Context: an optimization exercise on an open-source flow, tuned for small area, a short achievable clock period and few clock cycles per item. The choices shown serve that exercise and are no tape-out recipe.
Only simulation tests tie the RTL to the original design; equivalence was not proved.
Power figures rest on the tool's default switching activity, not on a simulated workload.

<file path="flow/config.mk">
export PLATFORM = sky130hd
export DESIGN_NAME = midpoint_ellipse_rasterizer_core
export DESIGN_NICKNAME = midpoint_ellipse_rasterizer_core
export VERILOG_FILES = /design/flow/design.v
export SDC_FILE = /design/flow/constraint.sdc
export NUM_CORES = 4
export LEC_CHECK = 0
export ABC_CLOCK_PERIOD_IN_PS = 3000
export CAP_MARGIN = 20
export CORE_MARGIN = 2
export CORE_UTILIZATION = 60
export SLEW_MARGIN = 20
</file>
<file path="flow/constraint.sdc">
create_clock -name core_clock -period 11.0 [get_ports {clock}]
set_input_delay 2.2000 -clock core_clock [delete_from_list [all_inputs] [get_ports {clock}]]
set_output_delay 2.2000 -clock core_clock [all_outputs]
set_load 0.01 [all_outputs]
</file>
<file path="flow/design.v">
`timescale 1ns / 1ps
`default_nettype none
package mer_pkg;
   localparam int RADIUS_BITS_DEF = 10;
   localparam int COORD_W         = 12;
   localparam int RADIUS_W        = 10;
   localparam int PIX_W           = 13;
   localparam int CSR_IDX_W       = 2;
   localparam int CSR_DATA_W      = 12;
   localparam logic [CSR_IDX_W-1:0] CSR_CENTER_X = 2'd0;
   localparam logic [CSR_IDX_W-1:0] CSR_CENTER_Y = 2'd1;
   localparam logic [CSR_IDX_W-1:0] CSR_RADIUS_X = 2'd2;
   localparam logic [CSR_IDX_W-1:0] CSR_RADIUS_Y = 2'd3;
   localparam logic [1:0] QUAD_LAST = 2'd3;
   typedef enum logic [3:0] {
      OP_NOP,
      OP_RS_SQ,
      OP_RS_MUL,
      OP_RS_INIT,
      OP_STEP1,
      OP_STEP2,
      OP_R2_SQ,
      OP_R2_MUL,
      OP_R2_INIT,
      OP_FINISH
   } dp_op_type;
   typedef struct packed {
      dp_op_type  op;
      logic [1:0] quad;
      logic       done;
   } ctrl_cmd_type;
   typedef struct packed {
      logic complete;
      logic region_two;
      logic step_ok;
      logic y_zero;
   } dp_status_type;
endpackage
`default_nettype wire
`timescale 1ns / 1ps
`default_nettype none
module mer_fadd
#(
   parameter int N = 10
)(
   input  wire logic [N-1:0] a,
   input  wire logic [N-1:0] b,
   input  wire logic         ci,
   output logic      [N-1:0] s,
   output logic              co
);
   logic [N-1:0] g0, p0, gg, pp, gn, pn;
   always_comb begin
      g0 = a & b;
      p0 = a ^ b;
      gg = g0;
      pp = p0;
      gg[0] = g0[0] | (p0[0] & ci);
      for (int d = 1; d < N; d = d * 2) begin
         gn = gg;
         pn = pp;
         for (int i = d; i < N; i++) begin
            gn[i] = gg[i] | (pp[i] & gg[i-d]);
            pn[i] = pp[i] & pp[i-d];
         end
         gg = gn;
         pp = pn;
      end
   end
   assign s  = p0 ^ {gg[N-2:0], ci};
   assign co = gg[N-1];
endmodule
module mer_add3
#(
   parameter int N = 10
)(
   input  wire logic [N-1:0] a,
   input  wire logic [N-1:0] b,
   input  wire logic [N-1:0] c,
   input  wire logic         cs,
   input  wire logic         cc,
   output logic      [N-1:0] s,
   output logic              cos,
   output logic              coc
);
   logic [N-1:0] x, m;
   assign x   = a ^ b ^ c;
   assign m   = (a & b) | (a & c) | (b & c);
   assign cos = m[N-1];
   mer_fadd #(.N(N)) u_add (
      .a  (x),
      .b  ({m[N-2:0], cs}),
      .ci (cc),
      .s  (s),
      .co (coc)
   );
endmodule
`default_nettype wire
`timescale 1ns / 1ps
`default_nettype none
module midpoint_ellipse_rasterizer_core
#(
   parameter int RADIUS_BITS = 10
)(
   input  wire logic                 clock,
   input  wire logic                 reset,
   input  wire logic                 req_valid,
   output logic                      req_stall,
   input  wire logic                 req_restart,
   output logic                      rsp_valid,
   input  wire logic                 rsp_stall,
   output logic signed [12:0]        rsp_pixel_x,
   output logic signed [12:0]        rsp_pixel_y,
   output logic                      rsp_last_of_step,
   output logic                      rsp_finished,
   input  wire logic                 csr_write_en,
   input  wire logic        [1:0]    csr_index,
   input  wire logic        [11:0]   csr_write_data
);
   localparam int W  = 10;           
   localparam int RW = 4 * W;        
   logic [11:0] cx_q, cy_q;
   logic [9:0]  rx_q, ry_q;
   always_ff @(posedge clock) begin
      if (reset) begin
         cx_q <= '0;
         cy_q <= '0;
         rx_q <= '0;
         ry_q <= '0;
      end else if (csr_write_en) begin
         case (csr_index)
            2'd0: cx_q <= csr_write_data;
            2'd1: cy_q <= csr_write_data;
            2'd2: rx_q <= csr_write_data[9:0];
            default: ry_q <= csr_write_data[9:0];
         endcase
      end
   end
   logic [3:0]     phs;              
   logic           rq_v, rq_rs;      
   logic           rsb;              
   logic           seq_v;            
   logic [4:0]     seq_k;            
   logic           c_walk, c_step, c_tra, c_trb, c_trc, c_sq, c_ld, c_pr;
   logic           c_f1, c_f2, c_done, c_fin, c_first;
   logic           dx1, dx0, qy1, qy0;    
   logic           r2, complete, cmp, sgn, zer, zacc;
   logic [9:0]     x, y;
   logic [RW-1:0]  dr, pr, qr;       
   logic [2*W-1:0] xr, yr;           
   logic           dcs, dcc, qcs, qcc, pcc, ccs, ccc;
   logic [1:0]     dtop, qtop;
   logic           em_act, em_dn, ov;
   logic [1:0]     em_q;
   wire p0 = phs[0], p1 = phs[1], p2 = phs[2], p3 = phs[3];
   wire r1 = !r2;
   wire mb1 = !sgn;                
   wire a2  = sgn || zer;          
   wire sw  = r1 && cmp;           
   wire s_step = c_step || (c_walk && !sw);
   wire s_tra  = c_tra  || (c_walk && sw);
   wire [W-1:0] dh = dr[W-1:0];
   wire [W-1:0] ph_ = pr[W-1:0];
   wire [W-1:0] qh = qr[W-1:0];
   wire [W-1:0] xh = xr[W-1:0], xo = xr[2*W-1:W];
   wire [W-1:0] yh = yr[W-1:0], yo = yr[2*W-1:W];
   wire lo_ok = p0 || p1;
   wire hi_ok = p1 || p2;
   wire [W-1:0] x0 = lo_ok ? xh : '0;
   wire [W-1:0] x2 = {lo_ok ? xh[W-3:0] : 8'd0, hi_ok ? xo[W-1:W-2] : 2'd0};
   wire [W-1:0] x3 = {lo_ok ? xh[W-4:0] : 7'd0, hi_ok ? xo[W-1:W-3] : 3'd0};
   wire [W-1:0] x4 = {lo_ok ? xh[W-5:0] : 6'd0, hi_ok ? xo[W-1:W-4] : 4'd0};
   wire [W-1:0] y0 = lo_ok ? yh : '0;
   wire [W-1:0] y2 = {lo_ok ? yh[W-3:0] : 8'd0, hi_ok ? yo[W-1:W-2] : 2'd0};
   wire [W-1:0] y3 = {lo_ok ? yh[W-4:0] : 7'd0, hi_ok ? yo[W-1:W-3] : 3'd0};
   wire [W-1:0] rx0 = p0 ? rx_q : '0;
   wire [W-1:0] ry0 = p0 ? ry_q : '0;
   wire [W-1:0] rx1 = p0 ? {rx_q[8:0], 1'b0} : (p1 ? {9'd0, rx_q[9]} : '0);
   wire [W-1:0] ry1 = p0 ? {ry_q[8:0], 1'b0} : (p1 ? {9'd0, ry_q[9]} : '0);
   wire [W-1:0] qsr = {p3 ? qh[W-1] : qr[W], qh[W-1:1]};      
   wire [W-1:0] d4s = {dh[W-3:0], p0 ? 2'b00 : dtop};        
   wire [W-1:0] q4s = {qh[W-3:0], p0 ? 2'b00 : qtop};        
   logic [W-1:0] d_src, d_a, d_b, p_src, p_a, q_src, q_a, q_b;
   logic         d_cs, d_cc, p_cc, q_cs, q_cc;
   always_comb begin
      d_src = dh;  d_a = '0; d_b = '0; d_cs = 1'b0; d_cc = 1'b0;
      p_src = ph_; p_a = '0; p_cc = 1'b0;
      q_src = qh;  q_a = '0; q_b = '0; q_cs = 1'b0; q_cc = 1'b0;
      if (s_step) begin
         if (r1) begin
            d_a = mb1 ? qh : '0;
            d_b = mb1 ? '0 : ph_;
            p_a = y3;
            q_a = y3;
            q_b = mb1 ? x3 : '0;
         end else begin
            d_a = qh;
            d_b = a2 ? '0 : ~ph_;
            d_cc = !a2;
            p_a = a2 ? y3 : '0;
            q_a = a2 ? y3 : '0;
            q_b = x3;
         end
      end
      if (s_tra) begin
         d_a = qsr;  d_b = ~ph_; d_cc = 1'b1;
         p_a = ~y2;  p_cc = 1'b1;
         q_a = ~y2;  q_b = x2;   q_cc = 1'b1;
      end
      if (c_trb) begin
         d_a = y2;   d_b = ~x0;  d_cc = 1'b1;
      end
      if (c_trc) begin
         d_b = ~y0;  d_cc = 1'b1;
      end
      if (c_sq) begin
         d_src = c_first ? '0 : d4s;
         d_a   = dx1 ? rx1 : '0;
         d_b   = dx0 ? rx0 : '0;
         q_src = c_first ? '0 : q4s;
         q_a   = qy1 ? ry1 : '0;
         q_b   = qy0 ? ry0 : '0;
      end
      if (c_ld) begin
         d_src = '0; p_src = '0; q_src = '0;
      end
      if (c_pr) begin
         d_src = d4s;
         d_a   = qy1 ? ~x3 : '0;
         d_b   = qy0 ? ~x2 : '0;
         d_cs  = qy1;
         d_cc  = qy0;
         q_src = q4s;
         q_a   = qy1 ? ~x4 : '0;
         q_b   = qy0 ? ~x3 : '0;
         q_cs  = qy1;
         q_cc  = qy0;
      end
      if (c_f1) begin
         d_a = y2;  d_b = x0;
         p_a = y3;
         q_a = y3;  q_b = x3;
      end
      if (c_f2) begin
         p_a = y2;
         q_a = y2;
      end
   end
   logic [W-1:0] dn, pn, qn, cn;
   logic         dn_cs, dn_cc, pn_cc, qn_cs, qn_cc, cn_cs, cn_cc;
   mer_add3 #(.N(W)) u_dadd (
      .a (d_src), .b (d_a), .c (d_b),
      .cs (p0 ? d_cs : dcs), .cc (p0 ? d_cc : dcc),
      .s (dn), .cos (dn_cs), .coc (dn_cc)
   );
   mer_fadd #(.N(W)) u_padd (
      .a (p_src), .b (p_a), .ci (p0 ? p_cc : pcc),
      .s (pn), .co (pn_cc)
   );
   mer_add3 #(.N(W)) u_qadd (
      .a (q_src), .b (q_a), .c (q_b),
      .cs (p0 ? q_cs : qcs), .cc (p0 ? q_cc : qcc),
      .s (qn), .cos (qn_cs), .coc (qn_cc)
   );
   wire [W-1:0] c_b = ~(mb1 ? '0 : x3);
   mer_add3 #(.N(W)) u_cmp (
      .a (qh), .b (~y2), .c (c_b),
      .cs (p0 ? 1'b0 : ccs), .cc (p0 ? 1'b1 : ccc),
      .s (cn), .cos (cn_cs), .coc (cn_cc)
   );
   wire dz = (dn == '0);
   always_ff @(posedge clock) begin
      dr   <= {dn, dr[RW-1:W]};
      pr   <= {pn, pr[RW-1:W]};
      qr   <= {qn, qr[RW-1:W]};
      xr   <= {(c_ld && lo_ok) ? dh : xh, xo};
      yr   <= {(c_ld && lo_ok) ? qh : yh, yo};
      dcs  <= dn_cs;
      dcc  <= dn_cc;
      pcc  <= pn_cc;
      qcs  <= qn_cs;
      qcc  <= qn_cc;
      ccs  <= cn_cs;
      ccc  <= cn_cc;
      dtop <= dh[W-1:W-2];
      qtop <= qh[W-1:W-2];
      zacc <= p0 ? dz : (zacc && dz);
      if (p3) begin
         sgn <= dn[W-1];
         zer <= zacc && dz;
         if (c_step && r1) cmp <= !cn[W-1];
      end
      if (p0 && c_first && c_sq) cmp <= 1'b0;
   end
   wire free    = !ov || !rsp_stall;
   wire em_last = em_act && (em_dn || em_q == 2'd3);
   wire idle_n  = !em_act || (em_last && free);
   wire rq_n    = rq_v || (req_valid && !req_stall);
   wire rs_n    = rq_v ? rq_rs : req_restart;
   wire yz      = (y == 10'd0);
   logic n_walk, n_sq, n_ld, n_pr, n_f1, n_f2, n_trb, n_trc, n_done, n_fin;
   logic n_first, n_rs, n_dx1, n_dx0, n_qy1, n_qy0, n_last;
   logic [3:0] jb;
   always_comb begin
      n_walk = 1'b0; n_sq = 1'b0; n_ld = 1'b0; n_pr = 1'b0; n_f1 = 1'b0;
      n_f2 = 1'b0; n_trb = 1'b0; n_trc = 1'b0; n_done = 1'b0; n_fin = 1'b0;
      n_first = 1'b0; n_rs = 1'b0; n_last = 1'b0;
      if (seq_v) begin
         case (seq_k)
            5'd1, 5'd2, 5'd3, 5'd4:     n_sq = 1'b1;
            5'd5:                       n_ld = 1'b1;
            5'd6, 5'd7, 5'd8, 5'd9,
            5'd10:                      n_pr = 1'b1;
            5'd11:                      n_f1 = 1'b1;
            5'd12: begin                n_f2 = 1'b1; n_last = 1'b1; end
            5'd24:                      n_trb = 1'b1;
            default: begin              n_trc = 1'b1; n_last = 1'b1; end
         endcase
      end else if (rq_n && idle_n) begin
         if (rs_n) begin
            n_sq    = 1'b1;
            n_first = 1'b1;
            n_rs    = 1'b1;
         end else if (complete) begin
            n_done = 1'b1;
         end else if (r2 && yz) begin
            n_done = 1'b1;
            n_fin  = 1'b1;
         end else begin
            n_walk = 1'b1;
         end
      end
      case (seq_v ? seq_k : 5'd0)
         5'd0, 5'd6:  jb = 4'd8;
         5'd1, 5'd7:  jb = 4'd6;
         5'd2, 5'd8:  jb = 4'd4;
         5'd3, 5'd9:  jb = 4'd2;
         default:     jb = 4'd0;
      endcase
      n_dx1 = rx_q[jb + 4'd1];
      n_dx0 = rx_q[jb];
      n_qy1 = ry_q[jb + 4'd1];
      n_qy0 = ry_q[jb];
   end
   wire do_step = p0 && c_walk && !sw;
   wire do_done = p0 && c_done;
   wire take    = p0 && (c_walk ? !sw : (c_done || (c_sq && c_first)));
   always_ff @(posedge clock) begin
      if (reset) begin
         phs      <= 4'b0001;
         rq_v     <= 1'b0;
         rq_rs    <= 1'b0;
         rsb      <= 1'b0;
         seq_v    <= 1'b0;
         seq_k    <= 5'd0;
         r2       <= 1'b0;
         complete <= 1'b1;
         c_walk   <= 1'b0;
         c_step   <= 1'b0;
         c_tra    <= 1'b0;
         c_trb    <= 1'b0;
         c_trc    <= 1'b0;
         c_sq     <= 1'b0;
         c_ld     <= 1'b0;
         c_pr     <= 1'b0;
         c_f1     <= 1'b0;
         c_f2     <= 1'b0;
         c_done   <= 1'b0;
         c_fin    <= 1'b0;
         c_first  <= 1'b0;
      end else begin
         phs <= {phs[2:0], phs[3]};
         if (req_valid && !req_stall) begin
            rq_v  <= 1'b1;
            rq_rs <= req_restart;
         end
         if (take) rq_v <= 1'b0;
         if (p3) begin
            c_walk  <= n_walk;
            c_step  <= 1'b0;
            c_tra   <= 1'b0;
            c_trb   <= n_trb;
            c_trc   <= n_trc;
            c_sq    <= n_sq;
            c_ld    <= n_ld;
            c_pr    <= n_pr;
            c_f1    <= n_f1;
            c_f2    <= n_f2;
            c_done  <= n_done;
            c_fin   <= n_fin;
            c_first <= n_first;
            if (seq_v) begin
               seq_k <= seq_k + 5'd1;
               if (n_last) seq_v <= 1'b0;
            end
            if (n_rs) begin
               seq_v <= 1'b1;
               seq_k <= 5'd1;
               rsb   <= 1'b1;
            end
            if (c_f2) rsb <= 1'b0;
         end
         if (p0) begin
            c_walk <= 1'b0;
            c_step <= c_walk && !sw;
            c_tra  <= c_walk && sw;
            if (c_walk && sw) begin
               seq_v <= 1'b1;
               seq_k <= 5'd24;
               r2    <= 1'b1;
            end
            if (c_sq && c_first) begin
               r2       <= 1'b0;
               complete <= (ry_q == 10'd0);
            end
            if (c_done && c_fin) complete <= 1'b1;
         end
      end
   end
   always_ff @(posedge clock) begin
      if (p3) begin
         dx1 <= n_dx1;
         dx0 <= n_dx0;
         qy1 <= n_qy1;
         qy0 <= n_qy0;
      end
   end
   wire       ax = r1 || a2;           
   wire       by = r2 || mb1;          
   logic [9:0] xinc, ydec, xall, ynone;
   always_comb begin
      xall[0]  = 1'b1;
      ynone[0] = 1'b1;
      for (int i = 1; i < 10; i++) begin
         xall[i]  = xall[i-1] & x[i-1];
         ynone[i] = ynone[i-1] & ~y[i-1];
      end
      xinc = x ^ xall;
      ydec = y ^ ynone;
   end
   always_ff @(posedge clock) begin
      if (p0 && c_sq && c_first) begin
         x <= '0;
         y <= ry_q;
      end else if (do_step) begin
         if (ax) x <= xinc;
         if (by) y <= ydec;
      end
   end
   always_ff @(posedge clock) begin
      if (reset) begin
         em_act <= 1'b0;
         em_dn  <= 1'b0;
         em_q   <= 2'd0;
         ov     <= 1'b0;
      end else begin
         if (do_step) begin
            em_act <= 1'b1;
            em_dn  <= 1'b0;
            em_q   <= free ? 2'd1 : 2'd0;
         end else if (do_done) begin
            em_act <= !free;
            em_dn  <= 1'b1;
         end else if (em_act && free) begin
            if (em_last) em_act <= 1'b0;
            em_q <= em_q + 2'd1;
         end
         if (free) ov <= do_step || do_done || em_act;
      end
   end
   wire [1:0]  qi   = do_step ? 2'd0 : em_q;
   wire        isd  = do_done || (!do_step && em_dn);
   wire        axs  = do_step && ax;
   wire [9:0]  yv   = (do_step && by) ? ydec : y;
   wire [12:0] xo13 = {3'b0, x};
   wire [12:0] yo13 = {3'b0, yv};
   logic [12:0] pxv, pyv;
   logic        pxc, pyc;
   mer_fadd #(.N(13)) u_pxadd (
      .a  ({cx_q[11], cx_q}),
      .b  (qi[0] ? ~xo13 : xo13),
      .ci (qi[0] ^ axs),
      .s  (pxv),
      .co (pxc)
   );
   mer_fadd #(.N(13)) u_pyadd (
      .a  ({cy_q[11], cy_q}),
      .b  (qi[1] ? ~yo13 : yo13),
      .ci (qi[1]),
      .s  (pyv),
      .co (pyc)
   );
   logic [12:0] ox, oy;
   logic        olast, ofin;
   always_ff @(posedge clock) begin
      if (free && (do_step || do_done || em_act)) begin
         ox    <= isd ? 13'd0 : pxv;
         oy    <= isd ? 13'd0 : pyv;
         olast <= isd || (qi == 2'd3);
         ofin  <= isd;
      end
   end
   assign req_stall        = rq_v || rsb;
   assign rsp_valid        = ov;
   assign rsp_pixel_x      = ox;
   assign rsp_pixel_y      = oy;
   assign rsp_last_of_step = olast;
   assign rsp_finished     = ofin;
endmodule
`default_nettype wire
</file>
<file path="flow/run.sh">
#!/bin/bash
# synth_recipe.tcl (not shown) runs the flow's synth.tcl, then flattens the netlist and writes it again
# the make line also repeats each setting of config.mk as NAME=value (left out here)
make -C /OpenROAD-flow-scripts/flow DESIGN_CONFIG=/design/flow/config.mk WORK_HOME=/design/flow/orfs CLKGATE_MAP_FILE= SYNTH_SCRIPT=/design/flow/synth_recipe.tcl finish
</file>
==> impl_results.md, run 1 <==
- Status: timing/DRC/antenna clean
- Post-Synthesis Cell Area: 0.0160 mm^2
- Tcrit/Tclk final: 0.458
- Crit Path Max Fanout: 26
- Crit-path max cell delay: 0.81 ns
- WP buf/inv: 2
- Pleak: 7.45 nW
- Setup TNS: 0 ns
- Final setup fails: 0
- Final Cell Area: 0.0177 mm^2
- # rows: 59
- Minimum clock period: 5.04 ns
- Hold path depth: 0
- Final wirelength: 46800 um
- Met1 usage: 0.472
- Int Power: 2.20 mW
- Pin count of the biggest net entering global routing: 78
- Gr busiest metal: met2
- Critical Path RT: 11.27 ns
- Yosys cell types: 86
- P_sw: 841 uW
- Global Route met2 Usage: 0.497
- CTS max path bufs: 3
- Largest area contributor in the netlist: dfxtp_1
- Synthesized instance count: 1740
- Synthesis-stage register bit count: 312
- Top post-synthesis cells by area: dfxtp_1 34%, edfxtp_1 8.3%, ha_1 6.4%, a21oi_1 5.0%, fa_1 4.9%
- Critical Path AT: 5.31 ns
- YS warnings: 3
- Final Hold Viols: 0
- Crit-path leading delay family: compound AO/OA/AOI/OAI gates
- CTS buffer count: 34
- First-pass GRT wire length: 72100 um
- Port Buffers: 49
- Vias in the first global route: 12576
- Ys async rst share: 0
- Starting Density: 0.612
- RSZ-0062 raised after global routing: false
- Initial antenna violation count: 1
- Post-CTS sizing: 0
- Synthesized net count: 1881
- CP max-delay cell: a21o_1
- Top cell by count, worst path: fa_1
- Fraction of power spent switching nets: 0.277
- Synth-to-layout area growth: 11.0%
- Root Driver: clkbuf_16
- Worst setup EP type: register
- Slew @ Worst Pin: 1.10 ns
- Via count: 13145
- Fmax: 0.199 GHz
- Initial DRC Count: 1473
- Number of setup buffers added after CTS: 0
- Seq pwr share: 0.488
- Syn_area_per_cell: 9.17 um^2
- Worst Reg2Reg Path Length in Cells: 18
- Count leader, synth: dfxtp_1
- Vias/cell: 6.25
- Sequential share of the synthesized area: 0.419
- DR pass1 iterations: 6
- H-tree depth: 2
- Critical Path Source Type: register
- CTS tree: done
- GRT met3 Usage: 0.0704
- Main synth FF type: dfxtp_1
- Number of max-cap violations: 0
- Layout cells sized above 1: 0.0673
- Slew Limit Fails: 0
- Die X: 167 um
- Clock Sinks: 312
- Synth top area share: 0.336
- I/O pins: 50
- Top cell types by occurrence after synthesis: 268 x dfxtp_1, 172 x nand2_1, 161 x a21oi_1
- Core Box Area: 0.0261 mm^2
- Routability cong.: 1.01
- Nets@finish: 1885
- Stages on worst setup path: 18
- Power Density: 172 mW/mm^2
- Comb power frac: 0.140
- DIE HEIGHT: 167 um
- Clock latency at the later pin of the worst-skew pair: 0.52 ns
- Worst-path clk slew: 0.07 ns
- DP Area: 0.0166 mm^2
- Clock share of power: 0.372
- Detailed-placement wirelength estimate: 33700 um
- GRT Overall Usage: 0.330
- CP cell instances: a21o_1 -> a22oi_1 -> nor2_1 -> a21oi_1 -> o21ai_1 -> a22o_1 -> fa_1 -> inv_1 -> fa_1 -> inv_1 -> fa_1 -> a211oi_1 -> o21ai_1 -> a21oi_1 -> a221o_1 -> o22ai_1 -> a22o_1 -> and4_1
- # DRC: 0
- Type of the worst setup path: reg2reg
- GRT overflow: 0
- EDFF count, synth: 44
- Worst slew margin: 0.268
- VDD IR max: 0.283 mV
- Wire per inst: 22.2 um
- Worst Hold Class: reg2reg
- Clock Skew: 0.0205 ns
- Die Footprint: 0.0279 mm^2
- Final ANT Viol Nets: 0
- Cts hold-fix bufs: 0
## per-stage QoR
step           total power, mW  hold slack, ns  setup WS [ns]  utilization  cells
3_5_place_dp              1.91           0.312           6.09        0.637   2043
3_3_place_gp              1.89           0.310           6.21        0.637   2043
4_1_cts                   3.04           0.324           6.02        0.680   2102
2_1_floorplan             1.73           0.310           6.12            -   1740
5_1_grt                   3.16           0.328           5.64        0.680   2102
6_report                  3.04           0.325           5.96        0.680   2103
## worst paths after layout
path         startpoint  endpoint  slack [ns]
max              c_walk       zer        5.96
min              yr[14]     yr[4]        0.33
min reg2reg      yr[14]     yr[4]        0.33
max reg2reg      c_walk       zer        5.96
## power by group through the flow
stage | registers [mW] | logic (mW) | clock network [mW]
floorplan | 1.42 | 0.305 | 0
global placement | 1.49 | 0.398 | 0
detailed placement | 1.49 | 0.412 | 0
CTS | 1.48 | 0.423 | 1.14
global route | 1.49 | 0.479 | 1.18
finish | 1.48 | 0.427 | 1.13
## worst reg2reg max path: stages (launching register included)
cell and delay (ns):
dfxtp_1 0.65, a21o_1 0.81, a22oi_1 0.21, nor2_1 0.13, a21oi_1 0.05, o21ai_1 0.13
a22o_1 0.18, fa_1 0.44, inv_1 0.09, fa_1 0.17, inv_1 0.06, fa_1 0.48
a211oi_1 0.34, o21ai_1 0.16, a21oi_1 0.24, a221o_1 0.19, o22ai_1 0.07, a22o_1 0.20
and4_1 0.18
## registers in the layout, indices dropped and copies added, names as in the netlist, 12 cells and up, named ones only
register  flops
cx_q         12
cy_q         12
dr           40
ox           13
oy           13
pr           40
qr           40
xr           20
yr           20
## routing by layer
metal,share of wire,routed length (um)
met4,0.040,1890
met3,0.093,4330
met1,0.43,20300
met5,0,0
met2,0.43,20200
## placed cells by master (no fill, tap or decap), drive strengths merged, types with 7 or more instances in the layout
cell type,instances
a32oi,10
nand3,19
o21bai,12
a31oi,13
nand3b,8
clkbuf,53
and3,12
clkdlybuf4s50,48
mux2i,35
a221oi,32
nand2b,24
edfxtp,44
xor2,17
a21oi,164
a22oi,41
a211oi,18
mux2,20
nor3,20
nor2,158
nand2,173
a221o,7
nor2b,37
nor4,9
o22ai,12
inv,93
o21ai,88
buf,17
dfxtp,268
fa,39
and2,27
or3,7
o21a,10
a21o,23
xnor2,44
ha,82
## cell families (layout without fill, tap and decap cells)
logic type / count (synthesis) / after routing / synth area share
compound gates: 488 / 488 / 0.201
xor+xnor: 61 / 61 / 0.0335
fa+ha+maj: 121 / 121 / 0.113
buf+inv: 190 / 217 / 0.0465
flops: 312 / 312 / 0.419
mux: 55 / 55 / 0.0361
other cells: 0 / 1 / 0
simple gates: 513 / 513 / 0.151
## layout make-up
type	count	area, um^2
tap	335	419
antenna	1	2.50
timing repair buffer	65	606
multi-input combinational	1238	8550
inverter	93	349
clock inverter	6	62.6
fill	2081	8340
sequential	312	6690
clock buffer	53	1050
Testbench counts, summed over its fixed seeds: cycles 107,476, items 102,668.
==> run 2: changes to the inputs <==
--- a/flow/config.mk
+++ b/flow/config.mk
@@ -5,8 +5,7 @@
 export SDC_FILE = /design/flow/constraint.sdc
 export NUM_CORES = 4
 export LEC_CHECK = 0
-export ABC_CLOCK_PERIOD_IN_PS = 3000
 export CAP_MARGIN = 20
 export CORE_MARGIN = 2
-export CORE_UTILIZATION = 60
+export CORE_UTILIZATION = 40
 export SLEW_MARGIN = 20
==> impl_results.md, run 2 <==
- Fmax: 0.200 GHz (was 0.199 GHz)
- Post-Synth Adder-Cell Area: 0.113 (unchanged)
- # DRC: 0 (unchanged)
- Worst setup EP type: register (unchanged)
- DR pass1 iterations: 5 (was 6)
- Final setup margin: 5.99 ns (was 5.96 ns)
- Synth top area share: 0.336 (unchanged)
- I/O pins: 50 (unchanged)
- Biggest regs: dr x40, pr x40, qr x40 (unchanged)
- Largest family of logic cells by synthesized area: compound AO/OA/AOI/OAI gates (unchanged)
- Top cell types by occurrence after synthesis: 268 x dfxtp_1, 172 x nand2_1, 161 x a21oi_1 (unchanged)
- Layout Cells excl Fill: 2296 (was 2103)
- Final Hold Viols: 0 (unchanged)
- Status: timing/DRC/antenna clean (unchanged)
- CTS buffer count: 34 (unchanged)
- First-pass GRT wire length: 74400 um (was 72100 um)
- DIE HEIGHT: 204 um (was 167 um)
- Final hold slack: 0.321 ns (was 0.325 ns)
- Pin count of the biggest net entering global routing: 78 (unchanged)
- CTS max path bufs: 3 (unchanged)
- Filler instances: 3761 (was 2081)
- Critical Path AT: 5.32 ns (was 5.31 ns)
- Root Driver: clkbuf_16 (unchanged)
- # rows: 73 (was 59)
- Total design power: 3.10 mW (was 3.04 mW)
- Worst-path clk slew: 0.06 ns (was 0.07 ns)
- Worst Hold Class: reg2reg (unchanged)
- Main synth FF type: dfxtp_1 (unchanged)
- Port Buffers: 49 (unchanged)
- Clock Sinks: 312 (unchanged)
- Clock latency at the later pin of the worst-skew pair: 0.55 ns (was 0.52 ns)
- EDFF count, synth: 44 (unchanged)
- Clock Skew: 0.0144 ns (was 0.0205 ns)
- Slew Limit Fails: 0 (unchanged)
- Cells after DPL: 2233 (was 2043)
- Most common cell after layout, fill and taps aside: dfxtp_1 (unchanged)
- Syn_area_per_cell: 9.17 um^2 (unchanged)
- Slew @ Worst Pin: 1.01 ns (was 1.10 ns)
- Final setup fails: 0 (unchanged)
- Ys async rst share: 0 (unchanged)
- Count leader, synth: dfxtp_1 (unchanged)
- YS warnings: 3 (unchanged)
- Detailed-placement wirelength estimate: 36000 um (was 33700 um)
- Synth-to-layout area growth: 13.1% (was 11.0%)
- Cts hold-fix bufs: 0 (unchanged)
- Vias/cell: 5.60 (was 6.25)
- Via count: 12858 (was 13145)
- Routability cong.: 0.996 (was 1.01)
- GRT overflow: 0 (unchanged)
- Most frequent cells in the layout: 267 x dfxtp_1, 172 x nand2_1, 161 x a21oi_1 (was 268 x dfxtp_1, 172 x nand2_1, 161 x a21oi_1)
- Pleak: 7.49 nW (was 7.45 nW)
- Type of the worst setup path: reg2reg (unchanged)
- Minimum clock period: 5.01 ns (was 5.04 ns)
- Crit Path Max Fanout: 26 (unchanged)
- Worst slew margin: 0.327 (was 0.268)
- Number of setup buffers added after CTS: 0 (unchanged)
- Largest area contributor in the netlist: dfxtp_1 (unchanged)
- Die Footprint: 0.0415 mm^2 (was 0.0279 mm^2)
- Wire per inst: 21.2 um (was 22.2 um)
- Synthesis-stage register bit count: 312 (unchanged)
- Initial DRC Count: 1114 (was 1473)
- Top post-synthesis cells by area: dfxtp_1 34%, edfxtp_1 8.3%, ha_1 6.4%, a21oi_1 5.0%, fa_1 4.9% (unchanged)
- Critical Path Source Type: register (unchanged)
- H-tree depth: 2 (unchanged)
- Number of max-cap violations: 0 (unchanged)
- Synthesized instance count: 1740 (unchanged)
- CTS tree: done (unchanged)
- Synth Area in Compound Gates: 0.201 (unchanged)
- GRT Overall Usage: 0.236 (was 0.330)
- Die X: 204 um (was 167 um)
- Post-synthesis mux area share: 0.0361 (unchanged)
- Vias in the first global route: 12443 (was 12576)
- Core Box Area: 0.0395 mm^2 (was 0.0261 mm^2)
- Yosys cell types: 86 (unchanged)
- RSZ-0062 raised after global routing: false (unchanged)
- VDD IR max: 0.0965 mV (was 0.283 mV)
- Power Density: 172 mW/mm^2 (about the same)
- Initial antenna violation count: 1 (unchanged)
- Post-CTS sizing: 0 (unchanged)
- Synthesized net count: 1881 (unchanged)
- Final wirelength: 48700 um (was 46800 um)
- Setup TNS: 0 ns (unchanged)
- Post-Synthesis Cell Area: 0.0160 mm^2 (unchanged)
- Critical Path RT: 11.31 ns (was 11.27 ns)
- Final ANT Viol Nets: 0 (unchanged)
- Post-Synth XOR/XNOR Area: 0.0335 (unchanged)
- Post-Synth Simple-Gate Area: 0.151 (unchanged)
- Starting Density: 0.404 (was 0.612)
- Tcrit/Tclk final: 0.456 (was 0.458)
- Layout cells sized above 1: 0.0729 (was 0.0673)
- Nets@finish: 1885 (unchanged)
- Sequential share of the synthesized area: 0.419 (unchanged)
- Setup WS pre-CTS: 6.00 ns (was 6.09 ns)
## run 2: layer usage
metal | routed length (um) | global-route usage | up-vias
met4 | 1840 | 0.0996 | 0
met1 | 21800 | 0.315 | 6189
met5 | 0 | 0 | -
met2 | 21900 | 0.375 | 425
met3 | 3150 | 0.0427 | 98
li1 | - | - | 6146
## run 2: power breakdown
part	internal (mW)	total [mW]	switching, mW
registers	1.33	1.48	0.144
clock network	0.720	1.21	0.488
logic	0.183	0.417	0.234
total	2.24	3.10	0.867
## run 2: cells by family (layout without fill, tap and decap cells)
logic type,count (synthesis),in the layout
other,0,2
AOI/OAI and AO/OA,488,488
buffers and inverters,190,219
and+or+nand+nor,513,513
muxes,55,55
xor gates and xnor gates,61,61
DFF,312,312
adders and majority gates,121,121
## run 2: final timing paths
path         slack [ns]  endpoint  startpoint  cells past startpoint
max                5.99       zer      c_walk                     18
min                0.32     dr[1]      dr[11]                      0
max reg2reg        5.99       zer      c_walk                     18
min reg2reg        0.32     dr[1]      dr[11]                      0
## run 2: cell type report
type,instances,area [um^2],area share
clock inverters,17,206,0.0114
repair buffers,65,606,0.0335
clock buffers,44,992,0.0550
inverters,93,349,0.0193
multi-input cells,1238,8550,0.474
flip-flops and latches,312,6690,0.370
diodes,2,5.00,0.000277
well taps,525,657,0.0364
## run 2: through the flow
stage / utilization / instance area, um^2
after floorplan: - / 16000
after global placement: 0.426 / 16800
after detailed placement: 0.426 / 16800
after CTS: 0.456 / 18000
after global routing: 0.456 / 18000
final: 0.456 / 18100
## run 2: critical path, cell delays in order (launching register included)
cell	delay, ns
dfxtp_1	0.63
a21o_1	0.86
a22oi_1	0.20
nor2_1	0.13
a21oi_1	0.05
o21ai_1	0.14
a22o_1	0.22
fa_1	0.45
inv_1	0.08
fa_1	0.18
inv_1	0.06
fa_1	0.47
a211oi_1	0.29
o21ai_1	0.14
a21oi_1	0.22
a221o_1	0.19
o22ai_1	0.07
a22o_1	0.20
and4_1	0.18
==> run 3: changes to the inputs <==
--- a/flow/design.v
+++ b/flow/design.v
@@ -81,15 +81,18 @@
    input  wire logic         cc,
    output logic      [N-1:0] s,
    output logic              cos,
-   output logic              coc
+   output logic              coc,
+   output logic              z
 );
-   logic [N-1:0] x, m;
+   logic [N-1:0] x, m, y;
    assign x   = a ^ b ^ c;
    assign m   = (a & b) | (a & c) | (b & c);
+   assign y   = {m[N-2:0], cs};
    assign cos = m[N-1];
+   assign z   = &(~(x ^ y ^ {x[N-2:0] | y[N-2:0], cc}));
    mer_fadd #(.N(N)) u_add (
       .a  (x),
-      .b  ({m[N-2:0], cs}),
+      .b  (y),
       .ci (cc),
       .s  (s),
       .co (coc)
@@ -141,7 +144,7 @@
    logic           rsb;              
    logic           seq_v;            
    logic [4:0]     seq_k;            
-   logic           c_walk, c_step, c_tra, c_trb, c_trc, c_sq, c_ld, c_pr;
+   logic           c_s1, c_s2, c_tra, c_trb, c_trc, c_sq, c_ld, c_pr;
    logic           c_f1, c_f2, c_done, c_fin, c_first;
    logic           dx1, dx0, qy1, qy0;    
    logic           r2, complete, cmp, sgn, zer, zacc;
@@ -156,9 +159,6 @@
    wire r1 = !r2;
    wire mb1 = !sgn;                
    wire a2  = sgn || zer;          
-   wire sw  = r1 && cmp;           
-   wire s_step = c_step || (c_walk && !sw);
-   wire s_tra  = c_tra  || (c_walk && sw);
    wire [W-1:0] dh = dr[W-1:0];
    wire [W-1:0] ph_ = pr[W-1:0];
    wire [W-1:0] qh = qr[W-1:0];
@@ -186,23 +186,22 @@
       d_src = dh;  d_a = '0; d_b = '0; d_cs = 1'b0; d_cc = 1'b0;
       p_src = ph_; p_a = '0; p_cc = 1'b0;
       q_src = qh;  q_a = '0; q_b = '0; q_cs = 1'b0; q_cc = 1'b0;
-      if (s_step) begin
-         if (r1) begin
-            d_a = mb1 ? qh : '0;
-            d_b = mb1 ? '0 : ph_;
-            p_a = y3;
-            q_a = y3;
-            q_b = mb1 ? x3 : '0;
-         end else begin
-            d_a = qh;
-            d_b = a2 ? '0 : ~ph_;
-            d_cc = !a2;
-            p_a = a2 ? y3 : '0;
-            q_a = a2 ? y3 : '0;
-            q_b = x3;
-         end
+      if (c_s1) begin
+         d_a = mb1 ? qh : '0;
+         d_b = mb1 ? '0 : ph_;
+         p_a = y3;
+         q_a = y3;
+         q_b = mb1 ? x3 : '0;
       end
-      if (s_tra) begin
+      if (c_s2) begin
+         d_a = qh;
+         d_b = a2 ? '0 : ~ph_;
+         d_cc = !a2;
+         p_a = a2 ? y3 : '0;
+         q_a = a2 ? y3 : '0;
+         q_b = x3;
+      end
+      if (c_tra) begin
          d_a = qsr;  d_b = ~ph_; d_cc = 1'b1;
          p_a = ~y2;  p_cc = 1'b1;
          q_a = ~y2;  q_b = x2;   q_cc = 1'b1;
@@ -247,11 +246,11 @@
       end
    end
    logic [W-1:0] dn, pn, qn, cn;
-   logic         dn_cs, dn_cc, pn_cc, qn_cs, qn_cc, cn_cs, cn_cc;
+   logic         dn_cs, dn_cc, pn_cc, qn_cs, qn_cc, cn_cs, cn_cc, dz, qz_u, cz_u;
    mer_add3 #(.N(W)) u_dadd (
       .a (d_src), .b (d_a), .c (d_b),
       .cs (p0 ? d_cs : dcs), .cc (p0 ? d_cc : dcc),
-      .s (dn), .cos (dn_cs), .coc (dn_cc)
+      .s (dn), .cos (dn_cs), .coc (dn_cc), .z (dz)
    );
    mer_fadd #(.N(W)) u_padd (
       .a (p_src), .b (p_a), .ci (p0 ? p_cc : pcc),
@@ -260,15 +259,15 @@
    mer_add3 #(.N(W)) u_qadd (
       .a (q_src), .b (q_a), .c (q_b),
       .cs (p0 ? q_cs : qcs), .cc (p0 ? q_cc : qcc),
-      .s (qn), .cos (qn_cs), .coc (qn_cc)
+      .s (qn), .cos (qn_cs), .coc (qn_cc), .z (qz_u)
    );
    wire [W-1:0] c_b = ~(mb1 ? '0 : x3);
    mer_add3 #(.N(W)) u_cmp (
       .a (qh), .b (~y2), .c (c_b),
       .cs (p0 ? 1'b0 : ccs), .cc (p0 ? 1'b1 : ccc),
-      .s (cn), .cos (cn_cs), .coc (cn_cc)
+      .s (cn), .cos (cn_cs), .coc (cn_cc), .z (cz_u)
    );
-   wire dz = (dn == '0);
+   wire cmp_n = c_s1 ? !cn[W-1] : cmp;    
    always_ff @(posedge clock) begin
       dr   <= {dn, dr[RW-1:W]};
       pr   <= {pn, pr[RW-1:W]};
@@ -288,7 +287,7 @@
       if (p3) begin
          sgn <= dn[W-1];
          zer <= zacc && dz;
-         if (c_step && r1) cmp <= !cn[W-1];
+         cmp <= cmp_n;
       end
       if (p0 && c_first && c_sq) cmp <= 1'b0;
    end
@@ -298,11 +297,11 @@
    wire rq_n    = rq_v || (req_valid && !req_stall);
    wire rs_n    = rq_v ? rq_rs : req_restart;
    wire yz      = (y == 10'd0);
-   logic n_walk, n_sq, n_ld, n_pr, n_f1, n_f2, n_trb, n_trc, n_done, n_fin;
+   logic n_s1, n_s2, n_tra, n_sq, n_ld, n_pr, n_f1, n_f2, n_trb, n_trc, n_done, n_fin;
    logic n_first, n_rs, n_dx1, n_dx0, n_qy1, n_qy0, n_last;
    logic [3:0] jb;
    always_comb begin
-      n_walk = 1'b0; n_sq = 1'b0; n_ld = 1'b0; n_pr = 1'b0; n_f1 = 1'b0;
+      n_s1 = 1'b0; n_s2 = 1'b0; n_tra = 1'b0; n_sq = 1'b0; n_ld = 1'b0; n_pr = 1'b0; n_f1 = 1'b0;
       n_f2 = 1'b0; n_trb = 1'b0; n_trc = 1'b0; n_done = 1'b0; n_fin = 1'b0;
       n_first = 1'b0; n_rs = 1'b0; n_last = 1'b0;
       if (seq_v) begin
@@ -323,11 +322,17 @@
             n_rs    = 1'b1;
          end else if (complete) begin
             n_done = 1'b1;
-         end else if (r2 && yz) begin
-            n_done = 1'b1;
-            n_fin  = 1'b1;
+         end else if (r2) begin
+            if (yz) begin
+               n_done = 1'b1;
+               n_fin  = 1'b1;
+            end else begin
+               n_s2 = 1'b1;
+            end
+         end else if (cmp_n) begin
+            n_tra = 1'b1;
          end else begin
-            n_walk = 1'b1;
+            n_s1 = 1'b1;
          end
       end
       case (seq_v ? seq_k : 5'd0)
@@ -342,9 +347,9 @@
       n_qy1 = ry_q[jb + 4'd1];
       n_qy0 = ry_q[jb];
    end
-   wire do_step = p0 && c_walk && !sw;
+   wire do_step = p0 && (c_s1 || c_s2);
    wire do_done = p0 && c_done;
-   wire take    = p0 && (c_walk ? !sw : (c_done || (c_sq && c_first)));
+   wire take    = p0 && (c_s1 || c_s2 || c_done || (c_sq && c_first));
    always_ff @(posedge clock) begin
       if (reset) begin
          phs      <= 4'b0001;
@@ -355,8 +360,8 @@
          seq_k    <= 5'd0;
          r2       <= 1'b0;
          complete <= 1'b1;
-         c_walk   <= 1'b0;
-         c_step   <= 1'b0;
+         c_s1     <= 1'b0;
+         c_s2     <= 1'b0;
          c_tra    <= 1'b0;
          c_trb    <= 1'b0;
          c_trc    <= 1'b0;
@@ -376,9 +381,9 @@
          end
          if (take) rq_v <= 1'b0;
          if (p3) begin
-            c_walk  <= n_walk;
-            c_step  <= 1'b0;
-            c_tra   <= 1'b0;
+            c_s1    <= n_s1;
+            c_s2    <= n_s2;
+            c_tra   <= n_tra;
             c_trb   <= n_trb;
             c_trc   <= n_trc;
             c_sq    <= n_sq;
@@ -399,16 +404,13 @@
                rsb   <= 1'b1;
             end
             if (c_f2) rsb <= 1'b0;
-         end
-         if (p0) begin
-            c_walk <= 1'b0;
-            c_step <= c_walk && !sw;
-            c_tra  <= c_walk && sw;
-            if (c_walk && sw) begin
+            if (n_tra) begin
                seq_v <= 1'b1;
                seq_k <= 5'd24;
                r2    <= 1'b1;
             end
+         end
+         if (p0) begin
             if (c_sq && c_first) begin
                r2       <= 1'b0;
                complete <= (ry_q == 10'd0);
@@ -425,8 +427,8 @@
          qy0 <= n_qy0;
       end
    end
-   wire       ax = r1 || a2;           
-   wire       by = r2 || mb1;          
+   wire       ax = c_s1 || a2;         
+   wire       by = c_s2 || mb1;        
    logic [9:0] xinc, ydec, xall, ynone;
    always_comb begin
       xall[0]  = 1'b1;
--- a/flow/config.mk
+++ b/flow/config.mk
@@ -5,6 +5,7 @@
 export SDC_FILE = /design/flow/constraint.sdc
 export NUM_CORES = 4
 export LEC_CHECK = 0
+export ABC_AREA = 1
 export CAP_MARGIN = 20
 export CORE_MARGIN = 2
 export CORE_UTILIZATION = 40
==> impl_results.md, run 3 <==
- Yosys cell types: 54 (was 86)
- Core Box Area: 0.0386 mm^2 (was 0.0395 mm^2)
- First-pass GRT wire length: 79600 um (was 74400 um)
- GRT Overall Usage: 0.257 (was 0.236)
- Most common cell after layout, fill and taps aside: nand2_1 (was dfxtp_1)
- R2r setup slk: 5.87 ns (was 5.99 ns)
- Port Buffers: 49 (unchanged)
- Final setup margin: 5.87 ns (was 5.99 ns)
- Nets@finish: 2112 (was 1885)
- Clock latency at the later pin of the worst-skew pair: 0.56 ns (was 0.55 ns)
- Main synth FF type: dfxtp_1 (unchanged)
- YS warnings: 3 (unchanged)
- Slew @ Worst Pin: 1.05 ns (was 1.01 ns)
- Critical Path Source Type: register (unchanged)
- Vias/cell: 5.42 (was 5.60)
- Minimum clock period: 5.13 ns (was 5.01 ns)
- Top cell types by occurrence after synthesis: 305 x nand2_1, 268 x dfxtp_1, 226 x inv_1 (was 268 x dfxtp_1, 172 x nand2_1, 161 x a21oi_1)
- Routability cong.: 1.02 (was 0.996)
- N_diodes: 0 (was 2)
- Syn_area_per_cell: 8.14 um^2 (was 9.17 um^2)
- DIE HEIGHT: 202 um (was 204 um)
- Critical Path RT: 11.36 ns (was 11.31 ns)
- H-tree depth: 2 (unchanged)
- Ys async rst share: 0 (unchanged)
- Wire per inst: 20.8 um (was 21.2 um)
- GRT overflow: 0 (unchanged)
- Vias in the first global route: 13191 (was 12443)
- Synth top area share: 0.342 (was 0.336)
- Top post-synthesis cells by area: dfxtp_1 34%, edfxtp_1 8.4%, nand2_1 7.3%, ha_1 7.2%, o21ai_0 6.6% (was dfxtp_1 34%, edfxtp_1 8.3%, ha_1 6.4%, a21oi_1 5.0%, fa_1 4.9%)
- CTS tree: done (unchanged)
- Most frequent cells in the layout: 305 x nand2_1, 268 x dfxtp_1, 226 x inv_1 (was 267 x dfxtp_1, 172 x nand2_1, 161 x a21oi_1)
- Number of max-cap violations: 0 (unchanged)
- Number of setup buffers added after CTS: 0 (unchanged)
- Sequential share of the synthesized area: 0.426 (was 0.419)
- Initial DRC Count: 1218 (was 1114)
- Slew Limit Fails: 0 (unchanged)
- Synth-to-layout area growth: 14.4% (was 13.1%)
- Via count: 13600 (was 12858)
- EDFF count, synth: 44 (unchanged)
- Layout cells sized above 1: 0.0613 (was 0.0729)
- Tcrit/Tclk final: 0.467 (was 0.456)
- Clock Sinks: 312 (unchanged)
- Setup WS pre-CTS: 6.02 ns (was 6.00 ns)
- CTS max path bufs: 3 (unchanged)
- Power Density: 208 mW/mm^2 (was 172 mW/mm^2)
- # DRC: 0 (unchanged)
- RSZ-0062 raised after global routing: false (unchanged)
- Die X: 202 um (was 204 um)
- # rows: 72 (was 73)
- Worst-path clk slew: 0.08 ns (was 0.06 ns)
- Final wirelength: 52200 um (was 48700 um)
- Critical Path AT: 5.49 ns (was 5.32 ns)
- Worst Hold Class: reg2reg (unchanged)
- Worst slew margin: 0.295 (was 0.327)
- Status: timing/DRC/antenna clean (unchanged)
- Largest area contributor in the netlist: dfxtp_1 (unchanged)
- DR pass1 iterations: 6 (was 5)
- Final setup fails: 0 (unchanged)
- Synthesis-stage register bit count: 312 (unchanged)
- Synthesized instance count: 1927 (was 1740)
- Cts hold-fix bufs: 0 (unchanged)
- Crit Path Max Fanout: 25 (was 26)
- Pleak: 8.13 nW (was 7.49 nW)
- VDD IR max: 0.153 mV (was 0.0965 mV)
- Count leader, synth: nand2_1 (was dfxtp_1)
- Die Footprint: 0.0408 mm^2 (was 0.0415 mm^2)
- Detailed-placement wirelength estimate: 39600 um (was 36000 um)
- Post-Synthesis Cell Area: 0.0157 mm^2 (was 0.0160 mm^2)
- Total design power: 3.73 mW (was 3.10 mW)
- Synthesized net count: 2076 (was 1881)
- Biggest regs: dr x40, pr x40, qr x40 (unchanged)
- Initial antenna violation count: 0 (was 1)
- CTS buffer count: 35 (was 34)
- I/O pins: 50 (unchanged)
- Final ANT Viol Nets: 0 (unchanged)
- Final Hold Viols: 0 (unchanged)
- Type of the worst setup path: reg2reg (unchanged)
- Fmax: 0.195 GHz (was 0.200 GHz)
- Starting Density: 0.406 (was 0.404)
- Worst setup EP type: register (unchanged)
- Clock Skew: 0.0266 ns (was 0.0144 ns)
- Setup TNS: 0 ns (unchanged)
- Pin count of the biggest net entering global routing: 53 (was 78)
- Post-CTS sizing: 0 (unchanged)
- Root Driver: clkbuf_16 (unchanged)
[run 3: kinds of logic after synthesis]
group,synth area share
simple gates,0.167
compound gates,0.182
flops,0.426
buf+inv,0.0744
fa+ha+maj,0.122
xor+xnor,0.0279
[run 3: worst paths after layout]
kind | startpoint | end | depth (start not counted)
setup / recovery | c_sq | sgn | 19
hold / removal | yr[13] | yr[3] | 0
setup reg to reg | c_sq | sgn | 19
hold reg to reg | yr[13] | yr[3] | 0
[run 3: area by class of cell]
class	count	area, um^2
Fill cell	3789	20700
Multi-Input combinational cell	1308	7830
Sequential cell	312	6690
Clock buffer	48	1060
Inverter	239	897
Tap cell	518	648
Timing Repair Buffer	67	626
Clock inverter	15	195
[run 3: worst max-delay path: stages (launching register included)]
cell and delay (ns):
dfxtp_1 0.30, buf_4 0.31, inv_1 0.35, nor2_1 0.60, clkinv_1 0.57, o22ai_1 0.25
nand2_1 0.07, o21ai_0 0.14, fa_1 0.48, ha_1 0.39, nand2_1 0.10, nor2_1 0.05
a211oi_1 0.29, o21ai_0 0.20, a21oi_1 0.19, o21bai_1 0.12, a21oi_1 0.14, nor2_1 0.05
nor2_1 0.10, xor2_1 0.23
[run 3: through the flow]
step                      instance area (um^2)  std cells   util  hold slack (ns)
after global placement                   16700       2444  0.432            0.310
after CTS                                17900       2507  0.464            0.314
after floorplan                          15700       1927      -            0.310
after global routing                     17900       2507  0.464            0.328
after detailed placement                 16700       2444  0.432            0.312
final                                    17900       2507  0.464            0.302
[run 3: per-layer routing]
| metal | part of all wire | GRT usage |
|---|---|---|
| met5 | 0 | 0 |
| met3 | 0.072 | 0.0461 |
| met4 | 0.040 | 0.101 |
| met1 | 0.43 | 0.332 |
| met2 | 0.46 | 0.427 |
[run 3: power breakdown]
group	leakage [nW]	switching (mW)	internal (mW)
logic	4.88	0.570	0.349
registers	2.63	0.124	1.43
clock network	0.620	0.487	0.776
Testbench counts of run 3, summed over its fixed seeds: cycles 107,476, items 102,668.
==> run 4: changes to the inputs <==
--- a/flow/config.mk
+++ b/flow/config.mk
@@ -5,7 +5,6 @@
 export SDC_FILE = /design/flow/constraint.sdc
 export NUM_CORES = 4
 export LEC_CHECK = 0
-export ABC_AREA = 1
 export CAP_MARGIN = 20
 export CORE_MARGIN = 2
 export CORE_UTILIZATION = 40
==> impl_results.md, run 4 <==
- Routability cong.: 1.00 (was 1.02)
- Synthesized instance count: 1739 (was 1927)
- Top post-synthesis cells by area: dfxtp_1 34%, edfxtp_1 8.4%, ha_1 7.1%, fa_1 4.9%, nand2_1 4.8% (was dfxtp_1 34%, edfxtp_1 8.4%, nand2_1 7.3%, ha_1 7.2%, o21ai_0 6.6%)
- Largest area contributor in the netlist: dfxtp_1 (unchanged)
- Type of the worst setup path: reg2reg (unchanged)
- Layout cells sized above 1: 0.0596 (was 0.0613)
- Biggest regs: dr x40, pr x40, qr x40 (unchanged)
- Root Driver: clkbuf_16 (unchanged)
- GRT Overall Usage: 0.237 (was 0.257)
- Minimum clock period: 5.58 ns (was 5.13 ns)
- Worst setup EP type: register (unchanged)
- Top cell types by occurrence after synthesis: 268 x dfxtp_1, 201 x nand2_1, 145 x nor2_1 (was 305 x nand2_1, 268 x dfxtp_1, 226 x inv_1)
- Cts hold-fix bufs: 0 (unchanged)
- Setup TNS: 0 ns (unchanged)
- Most common cell after layout, fill and taps aside: dfxtp_1 (was nand2_1)
- Clock latency at the later pin of the worst-skew pair: 0.56 ns (about the same)
- Pin count of the biggest net entering global routing: 76 (was 53)
- CP cell instances: and2b_1 -> nor2_1 -> nor2_1 -> a221oi_1 -> a211oi_1 -> a41o_1 -> o21ai_0 -> a21oi_1 -> fa_1 -> inv_1 -> fa_1 -> nor2b_1 -> o21ai_0 -> a21boi_0 -> o21ai_0 -> a21boi_0 -> o21ai_0 -> or4b_2 -> o211ai_1 (was buf_4 -> inv_1 -> nor2_1 -> clkinv_1 -> o22ai_1 -> nand2_1 -> o21ai_0 -> fa_1 -> ha_1 -> nand2_1 -> nor2_1 -> a211oi_1 -> o21ai_0 -> a21oi_1 -> o21bai_1 -> a21oi_1 -> nor2_1 -> nor2_1 -> xor2_1)
- Core Box Area: 0.0388 mm^2 (was 0.0386 mm^2)
- Initial DRC Count: 1277 (was 1218)
- Total design power: 3.09 mW (was 3.73 mW)
- Wire per inst: 21.1 um (was 20.8 um)
- # rows: 72 (unchanged)
- Starting Density: 0.407 (was 0.406)
- EDFF count, synth: 44 (unchanged)
- Post-CTS sizing: 0 (unchanged)
- Utilization after layout: 0.460 (was 0.464)
- CTS buffer count: 35 (unchanged)
- Post-Synthesis Cell Area: 0.0158 mm^2 (was 0.0157 mm^2)
- Slew Limit Fails: 0 (unchanged)
- YS warnings: 3 (unchanged)
- Most frequent cells in the layout: 268 x dfxtp_1, 201 x nand2_1, 142 x nor2_1 (was 305 x nand2_1, 268 x dfxtp_1, 226 x inv_1)
- Fmax: 0.179 GHz (was 0.195 GHz)
- GRT overflow: 0 (unchanged)
- WP buf/inv: 1 (was 3)
- Pleak: 7.32 nW (was 8.13 nW)
- Crit-path max cell delay: 0.75 ns (was 0.60 ns)
- Status: timing/DRC/antenna clean (unchanged)
- CTS max path bufs: 3 (unchanged)
- Final Hold Viols: 0 (unchanged)
- Critical Path RT: 11.38 ns (was 11.36 ns)
- Number of setup buffers added after CTS: 0 (unchanged)
- Synthesized net count: 1888 (was 2076)
- Power Density: 173 mW/mm^2 (was 208 mW/mm^2)
- Via count: 12956 (was 13600)
- Synth top area share: 0.340 (was 0.342)
- Initial antenna violation count: 0 (unchanged)
- Worst Hold Class: reg2reg (unchanged)
- Yosys cell types: 75 (was 54)
- Worst-path clk slew: 0.08 ns (about the same)
- Sequential share of the synthesized area: 0.423 (was 0.426)
- Crit-path leading delay family: compound AO/OA/AOI/OAI gates (unchanged)
- Main synth FF type: dfxtp_1 (unchanged)
- VDD IR max: 0.146 mV (was 0.153 mV)
- CTS tree: done (unchanged)
- Final ANT Viol Nets: 0 (unchanged)
- Clock Sinks: 312 (unchanged)
- I/O pins: 50 (unchanged)
- Top cell by count, worst path: o21ai_0 (was nor2_1)
- Nets@finish: 1904 (was 2112)
- Critical Path Source Type: register (unchanged)
- Crit Path Max Fanout: 14 (was 25)
- Detailed-placement wirelength estimate: 35700 um (was 39600 um)
- Clock Skew: 0.0311 ns (was 0.0266 ns)
- Number of max-cap violations: 0 (unchanged)
- Synthesis-stage register bit count: 312 (unchanged)
- DIE HEIGHT: 203 um (was 202 um)
- Slew @ Worst Pin: 0.986 ns (was 1.05 ns)
- Ys async rst share: 0 (unchanged)
- Vias/cell: 5.64 (was 5.42)
- Port Buffers: 49 (unchanged)
- Final wirelength: 48500 um (was 52200 um)
- RSZ-0062 raised after global routing: false (unchanged)
- Count leader, synth: dfxtp_1 (was nand2_1)
- Die X: 203 um (was 202 um)
- H-tree depth: 2 (unchanged)
- First-pass GRT wire length: 74000 um (was 79600 um)
- Final setup fails: 0 (unchanged)
- DR pass1 iterations: 6 (unchanged)
- Worst slew margin: 0.341 (was 0.295)
- Synth-to-layout area growth: 13.0% (was 14.4%)
- Critical Path AT: 5.95 ns (was 5.49 ns)
- Tcrit/Tclk final: 0.507 (was 0.467)
- Filler instances: 3695 (was 3789)
- Die Footprint: 0.0411 mm^2 (was 0.0408 mm^2)
- Vias in the first global route: 12356 (was 13191)
- # DRC: 0 (unchanged)
- CP max-delay cell: nor2_1 (unchanged)
- Syn_area_per_cell: 9.08 um^2 (was 8.14 um^2)
==> run 4: kinds of logic after synthesis <==
logic type,count (synthesis),share of synthesized area
compound gates,449,0.183
xor+xnor,65,0.0360
fa+ha+maj,129,0.121
buf+inv,209,0.0506
flops,312,0.423
mux,61,0.0406
simple gates,514,0.146
==> run 4: routing by layer <==
layer,share of wire,up-vias,global-route usage
met5,0,-,0
met4,0.036,0,0.0902
met3,0.086,101,0.0599
met2,0.43,498,0.354
met1,0.45,6235,0.329
li1,-,6122,-
==> run 4: power breakdown <==
part           switching (mW)  internal, mW  leakage [nW]
Combinational           0.314         0.207          4.17
Sequential              0.111          1.32          2.61
Clock                   0.471         0.662         0.542
Total                   0.896          2.19          7.32
==> run 4: metrics by stage <==
stage	area, um^2	setup slack (ns)	instances	hold slack (ns)
after global placement	16700	5.80	2236	0.310
after detailed placement	16700	5.63	2236	0.312
after global routing	17900	5.24	2298	0.327
after CTS	17800	5.60	2298	0.318
after floorplan	15800	6.66	1739	0.310
final	17900	5.42	2299	0.313
==> run 4: worst paths after layout <==
| check | from | endpoint | slack, ns | cells after the start |
|---|---|---|---|---|
| worst max-delay path | sgn | sgn | 5.42 | 19 |
| worst min-delay path | xr[15] | xr[5] | 0.31 | 0 |
| worst max register to register | sgn | sgn | 5.42 | 19 |
| worst min register to register | xr[15] | xr[5] | 0.31 | 0 |
==> run 4: final cells by class <==
type | instances | area, um^2 | share of cell area
diodes | 1 | 2.50 | 0.000140
inverters | 119 | 447 | 0.0250
clock inverters | 9 | 88.8 | 0.00498
well taps | 518 | 648 | 0.0363
repair buffers | 69 | 636 | 0.0356
flip-flops and latches | 312 | 6690 | 0.374
multi-input cells | 1218 | 8330 | 0.467
clock buffers | 53 | 1010 | 0.0568
==> run 4: worst register-to-register path, delay by kind of cell (launching register included) <==
family	cells	cell delay (ns)
buffers and inverters	1	0.11
adder cells (fa/ha/maj)	2	0.68
AO/OA/AOI/OAI	11	2.14
AND/OR/NAND/NOR	5	1.87
flip-flops	1	0.61

-- separate check: timing with driven ports --
In the flow no input, the clock included, has a driving cell. The finished layouts below were timed again as built, in two steps.
Step 1 assumes that a clkbuf_16 drives the clock port and a buf_2 every other input.
Step 2 also shifts input and output timing later by t, the mid clock arrival at the registers, as if the neighbouring blocks saw the same clock.
Slacks: no drivers / after step 1 / after step 2; pairs: no drivers / after step 1.
| run | t, ns | setup slack, ns | hold slack, ns | clock arrival spread, ns |
|---|---|---|---|---|
| run 1 | 0.557 | 5.964 / 5.964 / 5.964 | 0.325 / 0.325 / 0.325 | 0.021 / 0.021 |
| run 2 | 0.601 | 5.989 / 5.989 / 5.989 | 0.321 / 0.321 / 0.321 | 0.015 / 0.014 |
| run 3 | 0.597 | 5.866 / 5.866 / 5.866 | 0.302 / 0.302 / 0.302 | 0.027 / 0.028 |
| run 4 | 0.599 | 5.425 / 5.425 / 5.425 | 0.313 / 0.313 / 0.313 | 0.031 / 0.031 |
After both steps setup and hold are still met in every run listed.
